Source: an optimization exercise on an open RTL-to-GDS flow (aim: a short achievable clock period and few clock cycles). Production flows keep margins and buffers that such runs may drop.
Function was checked by simulation only, so behaviour that the tests miss may differ from the original.
Power and IR drop assume default switching activity.

==> inputs of branch cedar <==
Design cpu, start of the top module:
module cpu (
  input  logic                   clk,
  input  logic                   arstN,
  output logic [16-1:0] pc,
  input  logic [16-1:0] instData,
  output logic [16-1:0] memAddr,
  output logic [16-1:0] memWrData,
  output logic                   memEn,
  output logic                   memWr,
  input  logic [16-1:0] memRdData,
  output logic                   hlt
);
Settings: LEC_CHECK=0, ABC_CLOCK_PERIOD_IN_PS=2500, CAP_MARGIN=20, CORE_MARGIN=2, CORE_UTILIZATION=40, SETUP_SLACK_MARGIN=5, SLEW_MARGIN=20; clock period 8.0 ns.
run.sh (not shown) runs the stock make flow with config.mk's settings and CLKGATE_MAP_FILE= SYNTH_SCRIPT=/design/flow/synth_recipe.tcl, a recipe that flattens the netlist after the stock synthesis.
==> branch delta (differences from branch cedar) <==
--- a/flow/design.v
+++ b/flow/design.v
@@ -158,81 +158,85 @@
   output logic                   memWr,
   input  logic [16-1:0] memRdData,
   output logic                   hlt
 );
   localparam int W = 16;
   logic         xWr;      
+  logic         xLate;    
   logic         xAdd, xSub, xXor, xSll, xSra, xRor;
-  logic         xLw, xSw, xLlb, xLhb, xPcs, xBr, xHlt;
+  logic         xLw, xSw, xLlb, xLhb, xPcs, xBr, xBu, xHlt;
   logic [3:0]   xRd;
   logic [3:0]   xImm4;
   logic [7:0]   xImm8;
   logic [2:0]   xCond;
   logic [W-1:0] xA;
-  logic [W-1:0] xB;
+  logic [W-1:0] xB;       
+  logic [W-1:0] xD;       
   logic [W-1:0] xPcInc;
+  logic [W-1:0] xTarget;  
   logic [W-1:0] xZMask;   
   logic         zFlag, vFlag, nFlag;
   logic         mWr;      
   logic         mLoad;    
+  logic         mArith;   
   logic [3:0]   mRd;
   logic [W-1:0] mRes;     
+  logic         mOvf;
+  logic         mSign;    
   logic [W-1:0] mVal;
-  logic [W-1:0]   sum, diff, sat, shl, sra, ror, xRes;
+  logic [W-1:0]   sum, diff, shl, sra, ror, xRes;
   logic [W:0]     sumC, diffC;
   logic [2*W-1:0] rotPair;
   logic           addOvf, subOvf, ovf, arith;
-  logic           zAdd, zEq, zShift, zNew, nZ, nV, nN;
+  logic           zAdd, zEq, zShift, nZ;
   logic           xRedirect;
   logic [W-1:1]   xAddr;
   ksAdd #(.W(W)) addU (.a(xA), .b(xB), .cin(1'b0), .s(sum), .c(sumC));
   ksAdd #(.W(W)) subU (.a(xA), .b(~xB), .cin(1'b1), .s(diff), .c(diffC));
   assign addOvf  = sumC[W] ^ sumC[W-1];
   assign subOvf  = diffC[W] ^ diffC[W-1];
-  assign sat     = {xA[W-1], {(W-1){!xA[W-1]}}};
+  assign arith   = xAdd || xSub;
+  assign ovf     = xAdd ? addOvf : subOvf;
   assign shl     = xA << xImm4;
   assign sra     = $signed(xA) >>> xImm4;
   assign rotPair = {xA, xA} >> xImm4;
   assign ror     = rotPair[W-1:0];
-  assign xRes = ({W{xAdd}} & (addOvf ? sat : sum)) |
-                ({W{xSub}} & (subOvf ? sat : diff)) |
-                ({W{xXor}} & (xA ^ xB)) |
+  assign xRes = ({W{xXor}} & (xA ^ xB)) |
                 ({W{xSll}} & shl) |
                 ({W{xSra}} & sra) |
                 ({W{xRor}} & ror) |
-                ({W{xLlb}} & {xB[W-1:8], xImm8}) |
-                ({W{xLhb}} & {xImm8, xB[7:0]}) |
+                ({W{xLlb}} & {xD[W-1:8], xImm8}) |
+                ({W{xLhb}} & {xImm8, xD[7:0]}) |
                 ({W{xPcs}} & xPcInc);
   assign zAdd   = ((xA ^ xB) == {xA[W-2:0] | xB[W-2:0], 1'b0}) &&
                   !(xA == 16'h8000 && xB == 16'h8000);
   assign zEq    = xA == xB;
   assign zShift = (xA & xZMask) == '0;
-  assign zNew   = xAdd ? zAdd : (xSub || xXor) ? zEq : zShift;
-  assign arith  = xAdd || xSub;
-  assign ovf    = xAdd ? addOvf : subOvf;
-  assign nZ     = (arith || xXor || xSll || xSra || xRor) ? zNew : zFlag;
-  assign nV     = arith ? ovf : vFlag;
-  assign nN     = arith ? (ovf ? xA[W-1] : (xAdd ? sum[W-1] : diff[W-1])) : nFlag;
-  assign xRedirect = xBr && 
+  assign nZ     = xAdd ? zAdd :
+                  (xSub || xXor) ? zEq :
+                  (xSll || xSra || xRor) ? zShift : zFlag;
+  assign xRedirect = (xBr || xBu) && 
   (((xCond) == 3'd0) ? !(zFlag) : 
    ((xCond) == 3'd1) ? (zFlag) : 
    ((xCond) == 3'd2) ? (!(zFlag) && !(nFlag)) : 
    ((xCond) == 3'd3) ? (nFlag) : 
    ((xCond) == 3'd4) ? ((zFlag) || !(nFlag)) : 
    ((xCond) == 3'd5) ? ((zFlag) || (nFlag)) : 
    ((xCond) == 3'd6) ? (vFlag) : 1'b1);
   addSext #(.W(W-1), .K(4)) memAdd (
     .a (xA[W-1:1]),
     .b (xImm4),
     .s (xAddr)
   );
+  assign mVal = mLoad ? memRdData :
+                (mArith && mOvf) ? {mSign, {(W-1){!mSign}}} : mRes;
   logic [3:0]   fOp, fRd, fRs, fRt;
   logic [W-1:0] rfRs, rfRt, rfRd;
-  logic [W-1:0] aNext, bNext, bRaw, zMask;
-  logic         fUseRd, fUseRs, fUseRt, fTake, fValid, stall;
-  logic         aX, aM, bX, bM;
+  logic [W-1:0] aNext, bNext, dNext, zMask;
+  logic         fUseRd, fUseRs, fUseRt, fIsB, fHold, fTake, fValid, stall;
+  logic         aX, aM, bX, bM, dX, dM;
   logic [W-1:0] pcInc, target, pcNext;
   logic [W-1:1] pcUp, pcDec;
   assign fOp = instData[15:12];
   assign fRd = instData[11:8];
   assign fRs = instData[7:4];
   assign fRt = instData[3:0];
@@ -266,104 +270,118 @@
       end
       4'd10, 4'd11:
         fUseRd = 1'b1;
       default: ;
     endcase
   end
-  assign mVal  = mLoad ? memRdData : mRes;
   assign aX    = xWr && xRd == fRs;
   assign aM    = mWr && mRd == fRs;
-  assign bX    = fUseRd ? xWr && xRd == fRd : xWr && xRd == fRt;
-  assign bM    = fUseRd ? mWr && mRd == fRd : mWr && mRd == fRt;
+  assign bX    = xWr && xRd == fRt;
+  assign bM    = mWr && mRd == fRt;
+  assign dX    = xWr && xRd == fRd;
+  assign dM    = mWr && mRd == fRd;
   assign aNext = aX ? xRes : aM ? mVal : rfRs;
-  assign bRaw  = fUseRd ? rfRd : rfRt;
-  assign bNext = bX ? xRes : bM ? mVal : bRaw;
-  assign stall = xLw && xRd != '0 &&
+  assign bNext = bX ? xRes : bM ? mVal : rfRt;
+  assign dNext = dX ? xRes : dM ? mVal : rfRd;
+  assign stall = xLate &&
                  ((fUseRs && xRd == fRs) || (fUseRt && xRd == fRt) ||
                   (fUseRd && fOp != 4'd9 && xRd == fRd));
   assign fValid = !xRedirect && !stall;
   always_comb begin
     case (fOp)
       4'd4: zMask = 16'hffff >> fRt;
       4'd5: zMask = 16'hffff << fRt;
       default:     zMask = 16'hffff;
     endcase
   end
-  assign fTake = fOp == 4'd12 && 
+  assign fIsB  = fOp == 4'd12;
+  assign fHold = arith && ((instData[11:9]) != 3'd0 && (instData[11:9]) != 3'd1 && (instData[11:9]) != 3'd7);
+  assign fTake = fIsB && !fHold && 
   (((instData[11:9]) == 3'd0) ? !(nZ) : 
    ((instData[11:9]) == 3'd1) ? (nZ) : 
-   ((instData[11:9]) == 3'd2) ? (!(nZ) && !(nN)) : 
-   ((instData[11:9]) == 3'd3) ? (nN) : 
-   ((instData[11:9]) == 3'd4) ? ((nZ) || !(nN)) : 
-   ((instData[11:9]) == 3'd5) ? ((nZ) || (nN)) : 
-   ((instData[11:9]) == 3'd6) ? (nV) : 1'b1);
+   ((instData[11:9]) == 3'd2) ? (!(nZ) && !(nFlag)) : 
+   ((instData[11:9]) == 3'd3) ? (nFlag) : 
+   ((instData[11:9]) == 3'd4) ? ((nZ) || !(nFlag)) : 
+   ((instData[11:9]) == 3'd5) ? ((nZ) || (nFlag)) : 
+   ((instData[11:9]) == 3'd6) ? (vFlag) : 1'b1);
   incDec #(.W(W-1)) pcStep (.a(pc[W-1:1]), .inc(pcUp), .dec(pcDec));
   assign pcInc = {pcUp, pc[0]};
   addSext #(.W(W-1), .K(9)) brAdd (
     .a (pcUp),
     .b (instData[9-1:0]),
     .s (target[W-1:1])
   );
   assign target[0] = pc[0];
   always_comb begin
     if (xRedirect)
-      pcNext = xA;
+      pcNext = xBr ? xA : xTarget;
     else if (fOp == 4'd15 || stall)
       pcNext = pc;   
     else if (fTake)
       pcNext = target;
     else
       pcNext = pcInc;
   end
   always_ff @(posedge clk or negedge arstN) begin
     if (!arstN) begin
       pc     <= '0;
       xWr    <= 1'b0;
+      xLate  <= 1'b0;
       xAdd   <= 1'b0;
       xSub   <= 1'b0;
       xXor   <= 1'b0;
       xSll   <= 1'b0;
       xSra   <= 1'b0;
       xRor   <= 1'b0;
       xLw    <= 1'b0;
       xSw    <= 1'b0;
       xLlb   <= 1'b0;
       xLhb   <= 1'b0;
       xPcs   <= 1'b0;
       xBr    <= 1'b0;
+      xBu    <= 1'b0;
       xHlt   <= 1'b0;
       zFlag  <= 1'b0;
       vFlag  <= 1'b0;
       nFlag  <= 1'b0;
       mWr    <= 1'b0;
       mLoad  <= 1'b0;
+      mArith <= 1'b0;
       memEn  <= 1'b0;
       memWr  <= 1'b0;
       hlt    <= 1'b0;
     end else begin
       pc     <= pcNext;
-      xWr    <= fValid && ((fOp) != 4'd3 && (fOp) != 4'd7 && (fOp) != 4'd9 && 
-                            (fOp) != 4'd12 && (fOp) != 4'd13 && (fOp) != 4'd15) && fOp != 4'd8 && fRd != '0;
+      xWr    <= fValid && fRd != '0 &&
+                (fOp == 4'd2 || fOp == 4'd4 || fOp == 4'd5 ||
+                 fOp == 4'd6 || fOp == 4'd10 || fOp == 4'd11 ||
+                 fOp == 4'd14);
+      xLate  <= fValid && fRd != '0 &&
+                (fOp == 4'd8 || fOp == 4'd0 || fOp == 4'd1);
       xAdd   <= fValid && fOp == 4'd0;
       xSub   <= fValid && fOp == 4'd1;
       xXor   <= fValid && fOp == 4'd2;
       xSll   <= fValid && fOp == 4'd4;
       xSra   <= fValid && fOp == 4'd5;
       xRor   <= fValid && fOp == 4'd6;
       xLw    <= fValid && fOp == 4'd8;
       xSw    <= fValid && fOp == 4'd9;
       xLlb   <= fValid && fOp == 4'd10;
       xLhb   <= fValid && fOp == 4'd11;
       xPcs   <= fValid && fOp == 4'd14;
       xBr    <= fValid && fOp == 4'd13;
+      xBu    <= fValid && fIsB && fHold;
       xHlt   <= fValid && fOp == 4'd15;
       zFlag  <= nZ;
-      vFlag  <= nV;
-      nFlag  <= nN;
-      mWr    <= xWr || (xLw && xRd != '0);
+      if (arith) begin
+        vFlag <= ovf;
+        nFlag <= ovf ? xA[W-1] : (xAdd ? sum[W-1] : diff[W-1]);
+      end
+      mWr    <= xWr || xLate;
       mLoad  <= xLw;
+      mArith <= arith;
       memEn  <= xLw || xSw;
       memWr  <= xSw;
       if ((fValid && fOp == 4'd15 && !xSw) || xHlt)
         hlt <= 1'b1;   
     end
   end
@@ -371,15 +389,19 @@
     xRd       <= fRd;
     xImm4     <= fRt;
     xImm8     <= instData[7:0];
     xCond     <= instData[11:9];
     xA        <= aNext;
     xB        <= bNext;
+    xD        <= dNext;
     xPcInc    <= pcInc;
+    xTarget   <= target;
     xZMask    <= zMask;
     mRd       <= xRd;
-    mRes      <= xRes;
+    mRes      <= xAdd ? sum : xSub ? diff : xRes;
+    mOvf      <= ovf;
+    mSign     <= xA[W-1];
     memAddr   <= {xAddr, 1'b0};
-    memWrData <= (xSw && mWr && mLoad && mRd == xRd) ? memRdData : xB;
+    memWrData <= (xSw && mWr && mRd == xRd) ? mVal : xD;
   end
 endmodule
 `default_nettype wire
==> summary.txt <==
fin cells 4089; Adder-Cell Fraction of Synth Area 4.10%; Max VDD drop 0.164 mV; required time of the critical path 8.50 ns; Netlist cell types 82; clock-cell share of area 5.15%; Period minus WS final 3.35 ns; R2R Path End pc[14]; first-pass GRT wire length 179000 um; status no timing/DRC/antenna violations; Non-clock buffer share 12.8%
[end of results for branch delta]
==> summary.txt <==
status no timing/DRC/antenna violations; Period minus WS final 4.05 ns; Max VDD drop 0.225 mV; Netlist cell types 93; Non-clock buffer share 12.2%; clock-cell share of area 5.13%; clock buffer count 68; required time of the critical path 8.47 ns; Adder-Cell Fraction of Synth Area 4.22%; fin cells 4096; first-pass GRT wire length 192000 um
[end of results for branch cedar]
Testbench counts of branch cedar, summed over its fixed seeds: cycles 16,950.
Testbench counts of branch delta, summed over its fixed seeds: cycles 17,398.

==> inputs of job 9975 <==
Another version of the RTL of cpu (not shown whole).
clock: 8.0 ns
lec_check: 0
cap_margin: 20
core_margin: 2
core_utilization: 40
setup_slack_margin: 5
slew_margin: 20
synth_hierarchical: 1
synth_minimum_keep_size: 0
==> job 4209: changes against job 9975 <==
--- a/flow/design.v
+++ b/flow/design.v
@@ -42,28 +42,35 @@
 `default_nettype wire
 `timescale 1ns/10ps
 `default_nettype none
 module registerFile (
   input  logic                       clk,
   input  logic                       arstN,
-  input  logic [4-1:0] rsAddr,
-  input  logic [4-1:0] rtAddr,
-  input  logic [4-1:0] rdAddr,
+  input  logic [(1<<4)-1:0] rsSel,   
+  input  logic [(1<<4)-1:0] rtSel,
+  input  logic [(1<<4)-1:0] rdSel,
   output logic [16-1:0]     rsData,
   output logic [16-1:0]     rtData,
   output logic [16-1:0]     rdData,
   input  logic                       wrEn,
   input  logic [4-1:0] wrAddr,
   input  logic [16-1:0]     wrData
 );
   localparam int Depth = 1 << 4;
   logic [16-1:0] regs [Depth];
   assign regs[0] = '0;
-  assign rsData  = regs[rsAddr];
-  assign rtData  = regs[rtAddr];
-  assign rdData  = regs[rdAddr];
+  always_comb begin
+    rsData = '0;
+    rtData = '0;
+    rdData = '0;
+    for (int i = 1; i < Depth; i++) begin
+      rsData = rsData | ({16{rsSel[i]}} & regs[i]);
+      rtData = rtData | ({16{rtSel[i]}} & regs[i]);
+      rdData = rdData | ({16{rdSel[i]}} & regs[i]);
+    end
+  end
   for (genvar i = 1; i < Depth; i++) begin : gReg
     always_ff @(posedge clk or negedge arstN) begin
       if (!arstN)
         regs[i] <= '0;
       else if (wrEn && wrAddr == i)
         regs[i] <= wrData;
@@ -71,20 +78,22 @@
   end
 endmodule
 `default_nettype wire
 `timescale 1ns/10ps
 `default_nettype none
 module ksAdd #(
-  parameter int W = 16
+  parameter int W   = 16,
+  parameter bit CIN = 1'b0
 ) (
   input  logic [W-1:0] a,
   input  logic [W-1:0] b,
-  input  logic         cin,
   output logic [W-1:0] s,
   output logic [W:0]   c
 );
+  logic cin;
+  assign cin = CIN;
   localparam int L = (W <= 2) ? 1 : (W <= 4) ? 2 : (W <= 8) ? 3 : (W <= 16) ? 4 : 5;
   logic [W-1:0] g [L+1];
   logic [W-1:0] p [L+1];
   logic [W-1:0] x;
   assign x    = a ^ b;
   assign g[0] = (a & b) | {{(W-1){1'b0}}, x[0] & cin};
@@ -119,24 +128,24 @@
       assign inc[i] = a[i] ^ (&a[i-1:0]);
       assign dec[i] = a[i] ^ !(|a[i-1:0]);
     end
   end
 endmodule
 module addSext #(
-  parameter int W = 16,
-  parameter int K = 4
+  parameter int W   = 16,
+  parameter int K   = 4,
+  parameter bit CIN = 1'b0
 ) (
   input  logic [W-1:0] a,
   input  logic [K-1:0] b,
-  input  logic         cin,
   output logic [W-1:0] s
 );
   logic [K-1:0] lo;
   logic [K:0]   c;
   logic [W-K-1:0] hi, hiInc, hiDec;
-  ksAdd #(.W(K)) loAdd (.a(a[K-1:0]), .b(b), .cin(cin), .s(lo), .c(c));
+  ksAdd #(.W(K), .CIN(CIN)) loAdd (.a(a[K-1:0]), .b(b), .s(lo), .c(c));
   incDec #(.W(W-K)) hiAdj (.a(a[W-1:K]), .inc(hiInc), .dec(hiDec));
   always_comb begin
     if (c[K] && !b[K-1])
       hi = hiInc;
     else if (!c[K] && b[K-1])
       hi = hiDec;
@@ -213,14 +222,14 @@
   logic [W:0]     sumC, diffC;
   logic [2*W-1:0] rotPair;
   logic           addOvf, subOvf, arith;
   logic           zAdd, zEq, zShift, nZ, nZf;
   logic           xRedirect;
   logic [W-1:1]   xAddr;
-  ksAdd #(.W(W)) addU (.a(xA), .b(xB), .cin(1'b0), .s(sum), .c(sumC));
-  ksAdd #(.W(W)) subU (.a(xA), .b(~xB), .cin(1'b1), .s(diff), .c(diffC));
+  ksAdd #(.W(W), .CIN(1'b0)) addU (.a(xA), .b(xB), .s(sum), .c(sumC));
+  ksAdd #(.W(W), .CIN(1'b1)) subU (.a(xA), .b(~xB), .s(diff), .c(diffC));
   assign addOvf  = sumC[W] ^ sumC[W-1];
   assign subOvf  = diffC[W] ^ diffC[W-1];
   assign arith   = xAdd || xSub;
   assign shl     = xA << xImm4;
   assign sra     = $signed(xA) >>> xImm4;
   assign rotPair = {xA, xA} >> xImm4;
@@ -246,17 +255,16 @@
    ((xCond) == 3'd1) ? (zFlag) : 
    ((xCond) == 3'd2) ? (!(zFlag) && !(effN)) : 
    ((xCond) == 3'd3) ? (effN) : 
    ((xCond) == 3'd4) ? ((zFlag) || !(effN)) : 
    ((xCond) == 3'd5) ? ((zFlag) || (effN)) : 
    ((xCond) == 3'd6) ? (effV) : 1'b1);
-  addSext #(.W(W-1), .K(4)) memAdd (
-    .a   (xA[W-1:1]),
-    .b   (xImm4),
-    .cin (1'b0),
-    .s   (xAddr)
+  addSext #(.W(W-1), .K(4), .CIN(1'b0)) memAdd (
+    .a (xA[W-1:1]),
+    .b (xImm4),
+    .s (xAddr)
   );
   assign mOvf      = mAdd ? mAddOvf : mSubOvf;
   assign mArithVal = mOvf ? {mSign, {(W-1){!mSign}}} : mAdd ? mSum : mDiff;
   assign mN        = mArithVal[W-1];
   assign effV      = mArith ? mOvf : vFlag;
   assign effN      = mArith ? mN : nFlag;
@@ -272,15 +280,15 @@
   assign fRd = instData[11:8];
   assign fRs = instData[7:4];
   assign fRt = instData[3:0];
   registerFile regFile (
     .clk     (clk),
     .arstN   (arstN),
-    .rsAddr  (fRs),
-    .rtAddr  (fRt),
-    .rdAddr  (fRd),
+    .rsSel   (16'd1 << fRs),
+    .rtSel   (16'd1 << fRt),
+    .rdSel   (16'd1 << fRd),
     .rsData  (rfRs),
     .rtData  (rfRt),
     .rdData  (rfRd),
     .wrEn    (mWr),
     .wrAddr  (mRd),
     .wrData  (mVal)
@@ -335,17 +343,16 @@
    ((instData[11:9]) == 3'd3) ? (effN) : 
    ((instData[11:9]) == 3'd4) ? ((nZf) || !(effN)) : 
    ((instData[11:9]) == 3'd5) ? ((nZf) || (effN)) : 
    ((instData[11:9]) == 3'd6) ? (effV) : 1'b1);
   incDec #(.W(W-1)) pcStep (.a(pc[W-1:1]), .inc(pcUp), .dec(pcDec));
   assign pcInc = {pcUp, pc[0]};
-  addSext #(.W(W-1), .K(9)) brAdd (
-    .a   (pc[W-1:1]),
-    .b   (instData[9-1:0]),
-    .cin (1'b1),
-    .s   (target[W-1:1])
+  addSext #(.W(W-1), .K(9), .CIN(1'b1)) brAdd (
+    .a (pc[W-1:1]),
+    .b (instData[9-1:0]),
+    .s (target[W-1:1])
   );
   assign target[0] = pc[0];
   always_comb begin
     if (fTake)
       pcNext = target;
     else if (xRedirect)
- CORE_UTILIZATION: 40 -> 30
==> qor summary <==
Largest vdd supply drop: job 4209 0.238 mV; job 9975 0.171 mV
Number of inserted diodes: job 4209 1; job 9975 2
Met3 Track Usage GR: job 4209 4.66%; job 9975 8.71%
Worst slew margin relative to its limit: job 4209 23.1%; job 9975 27.3%
Power dissipated by switching net loads: job 4209 4.24 mW; job 9975 4.91 mW
Critical Path Fanout Max: job 4209 16; job 9975 32
Largest clock skew in the final design: job 4209 0.0225 ns; job 9975 0.0278 ns
Worst reg2reg path depth: job 4209 10; job 9975 7
Worst r2r dst: job 4209 pc[9]$_DFFE_PN0P_; job 9975 xB[10]$_DFF_P_
Final non-filler cell area: job 4209 34700 um2; job 9975 37900 um2
Fraction of area in registers: job 4209 31.6%; job 9975 29.0%
Internal power of the cells: job 4209 6.69 mW; job 9975 7.14 mW
Share of the final layout cell area in multi-input gates: job 4209 48.6%; job 9975 49.9%
Chip width: job 4209 309 um; job 9975 279 um
Multi-input gates: job 4209 1949; job 9975 2221
Reported sequential group power: job 4209 4.04 mW; job 9975 4.31 mW
Combinational share of power: job 4209 39.6%; job 9975 41.9%
Outcome: job 4209 complete, no violations; job 9975 complete, no violations
Power dissipated in the clock network: job 4209 2.56 mW; job 9975 2.70 mW
Testbench counts of job 9975, summed over its fixed seeds: cycles 17,417.
Testbench counts of job 4209, summed over its fixed seeds: cycles 17,417.

-- afterwards: timing with drivers on the ports --
No port has a modelled driver above. Below, the same layouts with a new extraction and two added sets of constraints.
Step 1: set_driving_cell puts a clkbuf_16 on clk and a buf_2 on each other input, an assumption about the parent block.
Step 2 times the ports against the registers' clock, not the clock port: input delays grow and output delays shrink by t, the midpoint of the rising clock arrivals with the driver on.
Three values: no drivers, after step 1, after step 2; two values: the first two.
run | t (ns) | setup slack, ns | worst hold slack (ns) | slew at the worst register clock pin (ns)
branch cedar | 0.686 | 3.948 / 3.948 / 3.559 | 0.432 / 0.432 / 0.432 | 0.07 / 0.07
branch delta | 0.680 | 4.645 / 4.645 / 4.114 | 0.387 / 0.387 / 0.387 | 0.07 / 0.07
job 9975 | 0.701 | 4.797 / 4.573 / 3.873 | 0.454 / 0.454 / 0.454 | 0.07 / 0.07
job 4209 | 0.702 | 4.921 / 4.944 / 4.243 | 0.411 / 0.411 / 0.411 | 0.07 / 0.07
After both steps setup and hold are still met in every run listed. The setup slack of job 9975, which loses most, moves by -0.224 ns with the drivers and by -0.924 ns with both steps.
